Background: an optimization exercise with open tools, aiming at a short achievable clock period and few clock cycles. Do not read the settings as production practice. In this exercise RTL edits were held to simulation tests only and were not proved equivalent to the original. Power and IR drop assume default switching activity.

<file path="flow/config.mk">
export PLATFORM = sky130hd
export DESIGN_NAME = core
export DESIGN_NICKNAME = core
export VERILOG_FILES = /design/flow/design.v
export SDC_FILE = /design/flow/constraint.sdc
export NUM_CORES = 4
export LEC_CHECK = 0
export CAP_MARGIN = 20
export CORE_MARGIN = 2
export CORE_UTILIZATION = 35
export PLACE_DENSITY = 0.55
export SLEW_MARGIN = 20
export SYNTH_HIERARCHICAL = 1
export SYNTH_MINIMUM_KEEP_SIZE = 0
</file>
<file path="flow/constraint.sdc">
create_clock -name core_clock -period 8.5 [get_ports {clk}]
set_input_delay 1.7000 -clock core_clock [delete_from_list [all_inputs] [get_ports {clk}]]
set_output_delay 1.7000 -clock core_clock [all_outputs]
set_load 0.01 [all_outputs]
</file>
<file path="flow/design.v">
`default_nettype none
package isa_pkg;
	typedef logic [32-1:0] word_t;
	typedef logic [$clog2(32)-1:0] reg_idx_t;
	typedef enum logic [6:0] {
		OPC_OP     = 7'b0110011,
		OPC_OP_IMM = 7'b0010011,
		OPC_LOAD   = 7'b0000011,
		OPC_STORE  = 7'b0100011,
		OPC_BRANCH = 7'b1100011
	} opcode_e;
	typedef enum logic [3:0] {
		ALU_ADD = 4'd0,
		ALU_SUB = 4'd1,
		ALU_AND = 4'd2,
		ALU_OR  = 4'd3,
		ALU_XOR = 4'd4,
		ALU_SLT = 4'd5,
		ALU_SLL = 4'd6,
		ALU_SRL = 4'd7
	} alu_op_e;
endpackage
`default_nettype wire
`default_nettype none
package pipe_pkg;
	typedef struct packed {
		logic [3:0]       alu_op;
		logic             use_imm;
		logic             mem_read;
		logic             mem_write;
		logic             reg_write;
		logic             is_branch;
	} ctrl_t;
	typedef struct packed {
		logic           valid;
		logic [32-1:0] pc;
		logic [32-1:0] instr;
	} if_id_t;
	typedef struct packed {
		logic              valid;
		logic [32-1:0]  pc;
		ctrl_t             ctrl;
		logic [$clog2(32)-1:0] rs1;
		logic [$clog2(32)-1:0] rs2;
		logic [$clog2(32)-1:0] rd;
		logic [32-1:0]  rs1_val;
		logic [32-1:0]  rs2_val;
		logic [32-1:0]  imm;
	} id_ex_t;
	typedef struct packed {
		logic              valid;
		ctrl_t             ctrl;
		logic [$clog2(32)-1:0] rd;
		logic [32-1:0]  alu_result;
		logic [32-1:0]  store_data;
	} ex_mem_t;
	typedef struct packed {
		logic              valid;
		logic              reg_write;
		logic [$clog2(32)-1:0] rd;
		logic [32-1:0]  result;
	} mem_wb_t;
	typedef enum logic [1:0] {
		FWD_NONE = 2'b00,
		FWD_MEM  = 2'b01,
		FWD_WB   = 2'b10
	} fwd_sel_e;
endpackage
`default_nettype wire
`default_nettype none
module rf_read #(
	parameter int XLEN = 32,
	parameter int REGS = 32
) (
	input  logic [REGS-1:0]        oh_i,
	input  logic [(REGS-1)*XLEN-1:0] regs_i,
	input  logic                   byp_i,
	input  logic [XLEN-1:0]        wdata_i,
	output logic [XLEN-1:0]        data_o
);
	logic [XLEN-1:0] rd;
	always_comb begin
		rd = '0;
		for (int k = 1; k < REGS; k++)
			rd = rd | ({XLEN{oh_i[k]}} & regs_i[(k-1)*XLEN +: XLEN]);
	end
	assign data_o = rd | ({XLEN{byp_i}} & wdata_i);
endmodule
`default_nettype wire
`default_nettype none
module ks_adder #(
	parameter int XLEN = 32
) (
	input  logic [XLEN-1:0] a_i,
	input  logic [XLEN-1:0] b_i,
	input  logic            cin_i,
	output logic [XLEN-1:0] sum_o
);
	localparam int LVLS = $clog2(XLEN);
	logic [XLEN-1:0] p;
	logic [XLEN-1:0] g;
	logic [XLEN-1:0] t;
	logic [XLEN-1:0] hh [0:LVLS];
	logic [XLEN-1:0] tt [0:LVLS];
	assign p = a_i ^ b_i;
	assign g = a_i & b_i;
	assign t = a_i | b_i;
	assign hh[0] = {g[XLEN-1:1], g[0] | cin_i};
	assign tt[0] = {t[XLEN-2:0], 1'b1};
	for (genvar l = 1; l <= LVLS; l++) begin : g_lvl
		localparam int D = 1 << (l - 1);
		assign hh[l][D-1:0] = hh[l-1][D-1:0];
		assign tt[l][D-1:0] = tt[l-1][D-1:0];
		assign hh[l][XLEN-1:D] = hh[l-1][XLEN-1:D] | (tt[l-1][XLEN-1:D] & hh[l-1][XLEN-1-D:0]);
		assign tt[l][XLEN-1:D] = tt[l-1][XLEN-1:D] & tt[l-1][XLEN-1-D:0];
	end
	assign sum_o[0] = p[0] ^ cin_i;
	for (genvar i = 1; i < XLEN; i++) begin : g_sum
		assign sum_o[i] = hh[LVLS][i-1] ? (p[i] ^ t[i-1]) : p[i];
	end
endmodule
`default_nettype wire
module alu_rest #(
	parameter int XLEN = 32
) (
	input  logic [XLEN-1:0] a_i,
	input  logic [XLEN-1:0] b_i,
	input  logic            op_and_i,
	input  logic            op_or_i,
	input  logic            op_xor_i,
	input  logic            op_slt_i,
	input  logic            op_sll_i,
	input  logic            op_srl_i,
	output logic [XLEN-1:0] rest_o
);
	logic [XLEN-1:0] sll;
	logic [XLEN-1:0] srl;
	assign sll = a_i << b_i[4:0];
	assign srl = a_i >> b_i[4:0];
	assign rest_o = ({XLEN{op_and_i}} & (a_i & b_i))
	              | ({XLEN{op_or_i}}  & (a_i | b_i))
	              | ({XLEN{op_xor_i}} & (a_i ^ b_i))
	              | ({XLEN{op_sll_i}} & sll)
	              | ({XLEN{op_srl_i}} & srl)
	              | {{(XLEN-1){1'b0}}, op_slt_i & (a_i[XLEN-1] != b_i[XLEN-1]) & a_i[XLEN-1]};
endmodule
module fwd_merge #(
	parameter int XLEN = 32
) (
	input  logic [XLEN-1:0] sum_i,
	input  logic [XLEN-1:0] ldata_i,
	input  logic [XLEN-1:0] other_i,
	input  logic            sel_sum_i,
	input  logic            sel_slt_i,
	input  logic            sel_ld_i,
	output logic [XLEN-1:0] y_o
);
	assign y_o = ({XLEN{sel_sum_i}} & sum_i)
	           | ({XLEN{sel_ld_i}} & ldata_i)
	           | {{(XLEN-1){1'b0}}, sel_slt_i & sum_i[XLEN-1]}
	           | other_i;
endmodule
module sum_eq #(
	parameter int XLEN = 32
) (
	input  logic [XLEN-1:0] a_i,
	input  logic [XLEN-1:0] b_i,
	input  logic            cin_i,
	input  logic [XLEN-1:0] k_i,
	output logic            eq_o
);
	logic [XLEN-1:0] p;
	logic [XLEN-1:0] c;
	assign p = a_i ^ b_i;
	assign c = {(a_i[XLEN-2:0] & b_i[XLEN-2:0]) | (p[XLEN-2:0] & ~k_i[XLEN-2:0]), cin_i};
	assign eq_o = &(~(p ^ k_i ^ c));
endmodule
module zero_sum #(
	parameter int XLEN = 32
) (
	input  logic [XLEN-1:0] p_i,
	input  logic [XLEN-1:0] t_i,
	input  logic            cin_i,
	output logic            zero_o
);
	assign zero_o = &(~(p_i ^ {t_i[XLEN-2:0], cin_i}));
endmodule
`default_nettype wire
`default_nettype none
module dmem_read #(
	parameter int XLEN  = 32,
	parameter int WORDS = 64
) (
	input  logic [WORDS-1:0]      oh_i,
	input  logic [WORDS*XLEN-1:0] mem_i,
	output logic [XLEN-1:0]       data_o
);
	always_comb begin
		data_o = '0;
		for (int k = 0; k < WORDS; k++)
			data_o = data_o | ({XLEN{oh_i[k]}} & mem_i[k*XLEN +: XLEN]);
	end
endmodule
`default_nettype wire
`default_nettype none
module sam_decode #(
	parameter int WORDS = 64
) (
	input  logic [7:0]       a_i,
	input  logic [7:0]       b_i,
	output logic [WORDS-1:0] oh_o
);
	localparam int IW = $clog2(WORDS);
	logic [IW-1:0] p;
	logic [IW-1:0] g;
	logic          c0;
	logic [3:0]    z [IW];
	assign p  = a_i[IW+1:2] ^ b_i[IW+1:2];
	assign g  = a_i[IW+1:2] & b_i[IW+1:2];
	assign c0 = (a_i[1] & b_i[1]) | ((a_i[1] | b_i[1]) & a_i[0] & b_i[0]);
	always_comb begin
		for (int kk = 0; kk < 4; kk++)
			z[0][kk] = ~(p[0] ^ kk[1] ^ c0);
		for (int i = 1; i < IW; i++)
			for (int kk = 0; kk < 4; kk++)
				z[i][kk] = ~(p[i] ^ kk[1] ^ (g[i-1] | (p[i-1] & ~kk[0])));
	end
	always_comb begin
		for (int k = 0; k < WORDS; k++) begin
			oh_o[k] = z[0][{k[0], 1'b0}];
			for (int i = 1; i < IW; i++)
				oh_o[k] = oh_o[k] & z[i][{k[i], k[i-1]}];
		end
	end
endmodule
`default_nettype wire
`default_nettype none
module core (
	input  logic              clk,
	input  logic              rst_n,
	output isa_pkg::word_t    imem_addr_o,
	input  isa_pkg::word_t    imem_data_i,
	output logic              wb_valid_o,
	output isa_pkg::reg_idx_t wb_rd_o,
	output isa_pkg::word_t    wb_data_o
);
	localparam int XLEN = 32;
	localparam int NREG = 32;
	localparam int DMW  = 64;
	localparam int IDXW = $clog2(64);
	function automatic logic [XLEN-1:0] inc4(input logic [XLEN-1:0] a);
		inc4[1:0] = a[1:0];
		inc4[2]   = ~a[2];
		for (int i = 3; i < XLEN; i++)
			inc4[i] = a[i] ^ (&(a >> 2 | ~({XLEN{1'b1}} >> (XLEN + 2 - i))));
	endfunction
	logic [XLEN-1:0] pc;
	logic [XLEN-1:0] fi;
	logic            f_abr;
	logic [XLEN-1:0] f_immb;
	logic [XLEN-1:0] f_tgt;
	logic [NREG-1:0] f_oh1;
	logic [NREG-1:0] f_oh2;
	logic            e_taken;
	logic [XLEN-1:0] e_tgt;
	logic            d_taken;    
	logic [XLEN-1:0] d_tgt;
	logic            d_stall;
	assign imem_addr_o = pc_o;
	assign fi          = imem_data_i;
	assign f_abr  = (fi[6:0] == 7'b1100011) && (fi[14:12] == 3'b000) && (fi[19:15] == fi[24:20]);
	assign f_immb = {{(XLEN-13){fi[31]}}, fi[31], fi[7], fi[30:25], fi[11:8], 1'b0};
	ks_adder f_tgt_add (.a_i(pc), .b_i(f_immb), .cin_i(1'b0), .sum_o(f_tgt));
	assign f_oh1 = {{(NREG-1){1'b0}}, 1'b1} << fi[19:15];
	assign f_oh2 = {{(NREG-1){1'b0}}, 1'b1} << fi[24:20];
	logic [XLEN-1:0] pc_next;
	logic [XLEN-1:0] pc_o;
	always_comb begin
		if (e_taken)
			pc_next = e_tgt;
		else if (d_taken)
			pc_next = d_tgt;
		else if (d_stall)
			pc_next = pc;
		else if (f_abr)
			pc_next = f_tgt;
		else
			pc_next = inc4(pc);
	end
	always_ff @(posedge clk or negedge rst_n) begin
		if (!rst_n)
			pc <= 32'h0000_0000;
		else
			pc <= pc_next;
	end
	always_ff @(posedge clk) begin
		if (!rst_n)
			pc_o <= 32'h0000_0000;
		else
			pc_o <= pc_next;
	end
	logic            d_valid;
	logic [XLEN-1:0] d_instr;
	logic [XLEN-1:0] d_pc;
	logic [NREG-1:0] d_oh1;
	logic [NREG-1:0] d_oh2;
	logic            d_byp1;    
	logic            d_byp2;
	logic            d_fa;      
	logic            d_fb;
	logic            d_fsd;
	logic            e_valid;
	logic            e_wr;
	logic [4:0]      e_rd;
	always_ff @(posedge clk or negedge rst_n) begin
		if (!rst_n)
			d_valid <= 1'b0;
		else if (e_taken || d_taken)
			d_valid <= 1'b0;
		else if (!d_stall)
			d_valid <= !f_abr;
	end
	logic            f_byp1;
	logic            f_byp2;
	assign f_byp1 = e_valid && e_wr && (e_rd == fi[19:15]);
	assign f_byp2 = e_valid && e_wr && (e_rd == fi[24:20]);
	always_ff @(posedge clk) begin
		if (!d_stall) begin
			d_instr <= fi;
			d_pc    <= pc;
			d_oh1   <= f_oh1 & {NREG{!f_byp1}};
			d_oh2   <= f_oh2 & {NREG{!f_byp2}};
			d_byp1  <= f_byp1;
			d_byp2  <= f_byp2;
		end else begin
			d_oh1   <= ({{(NREG-1){1'b0}}, 1'b1} << d_rs1) & {NREG{!d_fa}};
			d_oh2   <= ({{(NREG-1){1'b0}}, 1'b1} << d_rs2) & {NREG{!d_fsd}};
			d_byp1  <= d_fa;
			d_byp2  <= d_fsd;
		end
	end
	logic [6:0]  d_opc;
	logic [2:0]  d_f3;
	logic [4:0]  d_rs1;
	logic [4:0]  d_rs2;
	logic [4:0]  d_rd;
	logic        d_f7ok;
	logic        d_is_op;
	logic        d_is_opi;
	logic        d_is_lw;
	logic        d_is_sw;
	logic        d_is_cbr;
	logic [7:0]  d_op;       
	logic        d_wr;
	logic        d_use_imm;
	logic [XLEN-1:0] d_imm;
	logic [XLEN-1:0] d_immb;
	assign d_opc = d_instr[6:0];
	assign d_f3  = d_instr[14:12];
	assign d_rs1 = d_instr[19:15];
	assign d_rs2 = d_instr[24:20];
	assign d_rd  = d_instr[11:7];
	assign d_f7ok = (d_instr[31] == 1'b0) && (d_instr[29:25] == 5'd0);
	assign d_is_op  = (d_opc == 7'b0110011) && d_f7ok;
	assign d_is_opi = (d_opc == 7'b0010011);
	assign d_is_lw  = (d_opc == 7'b0000011) && (d_f3 == 3'b010);
	assign d_is_sw  = (d_opc == 7'b0100011) && (d_f3 == 3'b010);
	assign d_is_cbr = (d_opc == 7'b1100011) && (d_f3 == 3'b000);
	always_comb begin
		d_op = 8'd0;
		if (d_is_op) begin
			case ({d_instr[30], d_f3})
				4'b0_000: d_op[0] = 1'b1;
				4'b1_000: d_op[1] = 1'b1;
				4'b0_111: d_op[2] = 1'b1;
				4'b0_110: d_op[3] = 1'b1;
				4'b0_100: d_op[4] = 1'b1;
				4'b0_010: d_op[5] = 1'b1;
				4'b0_001: d_op[6] = 1'b1;
				4'b0_101: d_op[7] = 1'b1;
				default: ;
			endcase
		end else if (d_is_opi) begin
			case (d_f3)
				3'b000: d_op[0] = 1'b1;
				3'b111: d_op[2] = 1'b1;
				3'b110: d_op[3] = 1'b1;
				3'b100: d_op[4] = 1'b1;
				3'b010: d_op[5] = 1'b1;
				default: ;
			endcase
		end
	end
	assign d_wr      = ((|d_op) || d_is_lw) && (d_rd != 5'd0);
	assign d_use_imm = d_is_opi || d_is_lw || d_is_sw;
	assign d_imm     = d_is_sw ? {{(XLEN-12){d_instr[31]}}, d_instr[31:25], d_instr[11:7]}
	                           : {{(XLEN-12){d_instr[31]}}, d_instr[31:20]};
	assign d_immb    = {{(XLEN-13){d_instr[31]}}, d_instr[31], d_instr[7], d_instr[30:25],
		d_instr[11:8], 1'b0};
	logic [XLEN-1:0]          regs [1:NREG-1];
	logic [(NREG-1)*XLEN-1:0] regs_flat;
	logic [NREG-1:0]          w_we;
	logic [XLEN-1:0]          w_data;
	logic [XLEN-1:0]          d_rv1;
	logic [XLEN-1:0]          d_rv2;
	always_comb begin
		for (int k = 1; k < NREG; k++)
			regs_flat[(k-1)*XLEN +: XLEN] = regs[k];
	end
	rf_read rf_rd1 (.oh_i(d_oh1), .regs_i(regs_flat), .byp_i(d_byp1), .wdata_i(w_data),
		.data_o(d_rv1));
	rf_read rf_rd2 (.oh_i(d_oh2), .regs_i(regs_flat), .byp_i(d_byp2), .wdata_i(w_data),
		.data_o(d_rv2));
	always_ff @(posedge clk or negedge rst_n) begin
		if (!rst_n) begin
			for (int i = 1; i < NREG; i++)
				regs[i] <= '0;
		end else begin
			for (int i = 1; i < NREG; i++)
				if (w_we[i])
					regs[i] <= w_data;
		end
	end
	assign d_fa  = e_valid && e_wr && (e_rd == d_rs1);
	assign d_fb  = e_valid && e_wr && (e_rd == d_rs2) && !d_use_imm;
	assign d_fsd = e_valid && e_wr && (e_rd == d_rs2);
	assign d_stall = d_valid && (d_is_lw || d_is_sw) && d_fa;
	logic [DMW-1:0]  d_woh;
	sam_decode idx_dec (.a_i(d_rv1[7:0]), .b_i(d_imm[7:0]), .oh_o(d_woh));
	ks_adder d_tgt_add (.a_i(d_pc), .b_i(d_immb), .cin_i(1'b0), .sum_o(d_tgt));
	logic [XLEN-1:0] e_a;
	logic [XLEN-1:0] e_b;       
	logic            e_inv;     
	logic [XLEN-1:0] e_bx;      
	logic [XLEN-1:0] e_sd;
	logic            e_arith;   
	logic            e_slt;
	logic [5:0]      e_rop;     
	logic            e_ld;
	logic [DMW-1:0]  e_rsl;     
	logic [DMW-1:0]  e_rsh;     
	logic [DMW-1:0]  e_woh;     
	logic            e_cbr;
	always_ff @(posedge clk or negedge rst_n) begin
		if (!rst_n)
			e_valid <= 1'b0;
		else
			e_valid <= d_valid && !e_taken && !d_stall;
	end
	logic [XLEN-1:0] e_sum;
	logic [XLEN-1:0] e_rest;
	logic [XLEN-1:0] e_ldata;
	logic            e_slt_same;
	logic [XLEN-1:0] nx_a;
	logic [XLEN-1:0] nx_b;
	logic [XLEN-1:0] nx_sd;
	logic [XLEN-1:0] nx_w;
	always_ff @(posedge clk) begin
		e_a     <= nx_a;
		e_b     <= nx_b;
		e_bx    <= nx_b ^ {XLEN{d_op[1] || d_op[5]}};
		e_sd    <= nx_sd;
		e_inv   <= d_op[1] || d_op[5];
		e_arith <= d_op[0] || d_op[1];
		e_slt   <= d_op[5];
		e_rop   <= {d_op[7:5], d_op[4:2]};
		e_ld    <= d_is_lw;
		e_rsl   <= d_woh;
		e_woh   <= d_woh & {DMW{d_is_sw}};
		e_cbr   <= d_is_cbr && !d_br_res;
		e_wr    <= d_wr;
		e_rd    <= d_rd;
		e_tgt   <= d_tgt;
	end
	ks_adder add_inst (.a_i(e_a), .b_i(e_bx), .cin_i(e_inv), .sum_o(e_sum));
	alu_rest rest_inst (
		.a_i     (e_a),
		.b_i     (e_b),
		.op_and_i(e_rop[0]),
		.op_or_i (e_rop[1]),
		.op_xor_i(e_rop[2]),
		.op_slt_i(e_rop[3]),
		.op_sll_i(e_rop[4]),
		.op_srl_i(e_rop[5]),
		.rest_o  (e_rest)
	);
	assign e_slt_same = e_slt && (e_a[XLEN-1] == e_b[XLEN-1]);
	logic [XLEN-1:0]     dmem [DMW];
	always_ff @(posedge clk or negedge rst_n) begin
		if (!rst_n)
			e_rsh <= '0;
		else
			e_rsh <= d_woh;
	end
	logic [DMW*XLEN/2-1:0] dmem_lo;
	logic [DMW*XLEN/2-1:0] dmem_hi;
	always_comb begin
		for (int k = 0; k < DMW; k++) begin
			dmem_lo[k*XLEN/2 +: XLEN/2] = dmem[k][XLEN/2-1:0];
			dmem_hi[k*XLEN/2 +: XLEN/2] = dmem[k][XLEN-1:XLEN/2];
		end
	end
	dmem_read #(.XLEN(XLEN/2)) dmem_rd_lo (.oh_i(e_rsl), .mem_i(dmem_lo),
		.data_o(e_ldata[XLEN/2-1:0]));
	dmem_read #(.XLEN(XLEN/2)) dmem_rd_hi (.oh_i(e_rsh), .mem_i(dmem_hi),
		.data_o(e_ldata[XLEN-1:XLEN/2]));
	always_ff @(posedge clk or negedge rst_n) begin
		if (!rst_n) begin
			for (int i = 0; i < DMW; i++)
				dmem[i] <= '0;
		end else if (e_valid) begin
			for (int i = 0; i < DMW; i++)
				if (e_woh[i])
					dmem[i] <= e_sd;
		end
	end
	fwd_merge mg_a (.sum_i(e_sum), .ldata_i(e_ldata),
		.other_i  (d_fa ? e_rest : d_rv1),
		.sel_sum_i(d_fa && e_arith), .sel_slt_i(d_fa && e_slt_same), .sel_ld_i(d_fa && e_ld),
		.y_o      (nx_a));
	fwd_merge mg_b (.sum_i(e_sum), .ldata_i(e_ldata),
		.other_i  (d_fb ? e_rest : (d_use_imm ? d_imm : d_rv2)),
		.sel_sum_i(d_fb && e_arith), .sel_slt_i(d_fb && e_slt_same), .sel_ld_i(d_fb && e_ld),
		.y_o      (nx_b));
	fwd_merge mg_sd (.sum_i(e_sum), .ldata_i(e_ldata),
		.other_i  (d_fsd ? e_rest : d_rv2),
		.sel_sum_i(d_fsd && e_arith), .sel_slt_i(d_fsd && e_slt_same), .sel_ld_i(d_fsd && e_ld),
		.y_o      (nx_sd));
	fwd_merge mg_w (.sum_i(e_sum), .ldata_i(e_ldata),
		.other_i  (e_rest),
		.sel_sum_i(e_arith), .sel_slt_i(e_slt_same), .sel_ld_i(e_ld),
		.y_o      (nx_w));
	assign e_taken = e_valid && e_cbr && (e_a == e_b);
	logic d_br_res;
	logic e_sum_zero;
	zero_sum eq_zero (.p_i(e_a ^ e_bx), .t_i(e_a | e_bx), .cin_i(e_inv), .zero_o(e_sum_zero));
	assign d_br_res = e_arith && ((d_fa && d_rs2 == 5'd0) || (d_fsd && d_rs1 == 5'd0));
	assign d_taken  = d_valid && d_is_cbr && d_br_res && e_sum_zero && !e_taken;
	logic            o_valid;
	logic [4:0]      o_rd;
	logic [XLEN-1:0] o_data;
	always_ff @(posedge clk or negedge rst_n) begin
		if (!rst_n) begin
			w_we    <= '0;
			w_data  <= '0;
			o_valid <= 1'b0;
		end else begin
			w_we    <= ({{(NREG-1){1'b0}}, 1'b1} << e_rd) & {NREG{e_valid && e_wr}};
			w_data  <= nx_w;
			o_valid <= e_valid && e_wr;
		end
	end
	always_ff @(posedge clk) begin
		o_rd   <= e_rd;
		o_data <= nx_w;
	end
	assign wb_valid_o = o_valid;
	assign wb_rd_o    = o_rd;
	assign wb_data_o  = o_data;
endmodule
`default_nettype wire
</file>
<file path="flow/flow/run.sh">
#!/bin/bash
# Own layout flow: the standard synthesis, unchanged, then the standard flow's
# standard layout steps with two resizer settings changed: gates may be
# swapped for stronger ones of another footprint (MATCH_CELL_FOOTPRINT=0),
# and timing repair aims for 6.5 ns of setup slack instead of 5.
# Each step's full output goes to a log here (and ORFS's own logs under orfs/).
set -euo pipefail
bash standard.sh synth > synth.log 2>&1
bash standard.sh MATCH_CELL_FOOTPRINT=0 SETUP_SLACK_MARGIN=6.5 finish > layout.log 2>&1
</file>
<file path="flow/standard.sh">
#!/bin/bash
# synth_recipe.tcl (not shown) runs the flow's synth.tcl, then flattens the netlist and writes it again
# the make line also repeats each setting of config.mk as NAME=value (left out here)
make -C /OpenROAD-flow-scripts/flow DESIGN_CONFIG=/design/flow/config.mk WORK_HOME=/design/flow/orfs CLKGATE_MAP_FILE= SYNTH_SCRIPT=/design/flow/synth_recipe.tcl "${@:-finish}"
</file>
==> run_results.csv <==
group,metric,value,unit
critical_path,timing.critical_path.slowest_cell_delay,0.73,ns
placement,detailedPlace.worstSlack,3.270,ns
pwr,power.combinational.fraction,6.4,%
critical_path,r2r_end,"e_woh[40]",
timing,grt_setup_unrepaired,"yes",
route,drc_viols,0,
critical_path,path_class,"register to register",
critical_path,start_point_of_the_critical_path,"d_oh1[19]",
route,detail_route.iter0.violations,14690,
timing,timing.final.crit_share,39.54,%
floorplanning,initial_standard_cell_utilization_of_the_core,35.13,%
global_route,global_route_wire_length_before_repair,931.9,mm
global_route,grtUsageTotal,25.27,%
placement,routability_congestion,0.9472,
pwr,power_per_cell_area,181.5,nW/µm²
global_route,grt.met3_usage,5.413,%
cells_and_area,nNetsFinal,14370,
critical_path,dominant_cell_type_by_count_on_the_critical_path,"buf_12",
timing,post-route-min-period,3.361,ns
synth,syn_area_per_cell,12.63,µm²
critical_path,family_with_the_most_delay_on_the_worst_path,"simple AND/OR/NAND/NOR gates",
floorplanning,dieWidth,707.6,µm
worst_hold_path,whs_path_depth,2,
route,via_count,127400,
floorplanning,core-area,493300,µm²
critical_path,critical_path.cell_chain,"buf_12, buf_6, a22oi_1, nand4_1, or4_4, a31oi_4, nor2_4, xor2_4, clkbuf_16, nor3_4, buf_12, and3_4",
global_route,grt_remaining_overflow,0,
critical_path,total_stage_count_of_the_critical_path,12,
synth,synth_area,173300,µm²
cts,cts_root_buf,"clkbuf_16",
pwr,p_switching,9.483,mW
critical_path,crit-reg2reg-launch,"d_oh1[19]",
critical_path,endpoint_kind,"register",
synth,ys_warn_count,16,
global_route,globalRouteMet2Util,37.45,%
critical_path,cp.required,9.43,ns
critical_path,r2r.worst_path.cells,12,
timing,final.hold.worst_slack,0.4674,ns
job,number_of_max_cap_violations,0,
cts,cts_tree,"built",
pwr,seq_power_share,46.4,%
pwr,static-leakage-power,98.24,nW
timing,setup-violations-final,0,
critical_path,r2r_slack,5.14,ns
timing,max-slew-margin-rel,23.87,%
route,drt.antenna.violating_nets,0,
timing,setup_total_negative_slack,0,ns
cells_and_area,area_growth_syn_to_layout,23.54,%
global_route,grt_pass1_vias,124200,
pwr,ir_worst_vdd,0.0001904,V
global_route,antenna_found_initial,28,
route,viasPerCell,6.101,
worst_hold_path,worst_hold_path_type,"register to register",
timing,fmax,0.2976,GHz
pwr,clk_pwr_share,47.2,%
floorplanning,ioPinCount,104,
pwr,power.internal,29.37,mW
pwr,sw_frac_of_total,24.41,%
critical_path,cpMaxStageDelayCell,"or4_4",
synth,number_of_standard_cells_after_synthesis,13720,
route,wl_per_cell,31.91,µm
cts,cts.htree.levels,5,
timing,max_slew.worst_pin.slew,1.142,ns
run_status,status,"finished clean",
floorplanning,row_count,258,
cts,clock_tree.buffer_depth,4,
timing,timing_max_transition_violations_final,0,
route,detail_route.first_pass.iterations,9,
cells_and_area,layout-drive-gt1-share,45.96,%
cts,clock_sink_count,3711,
timing,final.setup_skew,0.08078,ns
placement,port_buffers,103,
global_route,gr-max-usage-layer,"met2",
global_route,grt_start_max_net_pins,162,
global_route,grt_util_met1,35.30,%
cts,clk_latency,1.06,ns
cts,hold_buffers,0,
timing,final_critical_path_setup_slack,5.139,ns
placement,detailedPlacementHpwl,388.1,mm
critical_path,crit_arrival,4.29,ns
floorplanning,die-area,500700,µm²
route,route.final.wire_length,666.1,mm
worst_hold_path,min_from,"e_tgt[1]",
cts,cts-buffers-inserted,399,
critical_path,worst-path-buf-inv,4,
critical_path,path_max_fanout,11,
cts,clkTransAtPathRegs,0.06,ns
critical_path,timing.critical_path.to,"e_woh[40]",
timing,hold_violations,0,
floorplanning,die_height,707.6,µm
critical_path,timing.critical_path.from_type,"register",
metrics by stage:
stage	util [%]	total power [mW]	instances	cell area, µm²
floorplan	-	19.12	13730	176100
finish	43.40	38.85	20880	214100
CTS	42.36	38.74	20640	208900
global placement	36.84	19.96	19340	181700
detailed placement	36.85	19.95	19340	181700
global route	43.40	39.97	20870	214100
tightest hold or removal path: stages, from the launching register on:
cell     delay, ns
dfxtp_1       0.30
nand2_1       0.07
a21oi_1       0.07
registers in the layout (all words and copies together) (netlist names), 64 cells and up, named ones only:
signal  flops
regs      992
e_rsl      64
e_woh      64
e_rsh      64
dmem     2048
worst min path at each step:
stage	end	slack, ns
floorplan	o_rd[2]	0.33
global placement	pc[2]	0.45
detailed placement	pc[2]	0.44
CTS	pc[2]	0.46
global route	pc[2]	0.47
finish	pc_o[1]	0.47
area by class of cell:
cell class,count,area (µm²)
fill,44690,279200
sequential,3711,91760
multi-input combinational,8344,84530
timing repair buffer,1171,14200
clock buffer,602,12010
tap,6500,8133
clock inverter,140,1692
inverter,392,1604
timing repair inverter,6,115.1
antenna,11,27.53
power by group through the flow:
stage | registers [mW] | clock network [mW] | logic, mW
after CTS | 18.0 | 18.6 | 2.14
after detailed placement | 18.4 | 0 | 1.58
after global placement | 18.4 | 0 | 1.59
final | 18.0 | 18.3 | 2.49
after floorplan | 18.2 | 0 | 0.870
after global routing | 18.0 | 19.3 | 2.63
timing repair:
action	4_1_cts	5_1_grt
resized for setup	2010	588
pin swaps	487	344
cloned	75	33
buffers inserted	477	197
setup endpoints to repair	4816	3187
layout by cell type (no fill, tap or decap), types with 93 or more instances in the layout:
cell and instances:
a221oi_2 128, mux2_2 3085, buf_6 287, clkbuf_16 492, buf_4 539, nor2_1 325, buf_12 154, inv_1 331
a22o_1 508, xor2_1 93, clkbuf_8 95, a22oi_1 1019, nand4_1 422, nand2_1 155, dfxtp_2 131, dfrtp_1 3137
ha_1 201, a221o_1 94, a221oi_1 370, dfxtp_1 176, dfxtp_4 138, clkbuf_1 94
routing by layer:
layer	routed length (µm)	vias to the layer above
li1	-	52510
met4	35970	16
met5	299	-
met2	285900	6163
met3	59580	1531
met1	284400	67160
Testbench counts, summed over its fixed seeds: cycles 62,734.

[what the ideal ports hide]
In the flow no input, the clock included, has a driving cell. The finished layout below was timed again as built, in two steps. Step 1 assumes that a clkbuf_16 drives the clock port and a buf_2 every other input. Step 2 also shifts input and output timing later by t, the mid clock arrival at the registers, as if the neighbouring blocks saw the same clock. Slacks: ideal / step 1 / step 2; pairs: ideal / step 1.
t, ns: 1.137
setup WS [ns]: 5.139 / 5.083 / 3.946
slew at the worst register clock pin (ns): 0.07 / 0.07
worst slew at a driven data input, ns: 0.39
cell pins on the clock port's net: 1
After both steps this run still meets setup and hold. The setup slack of this run moves by -0.056 ns with the drivers and by -1.193 ns with both steps.
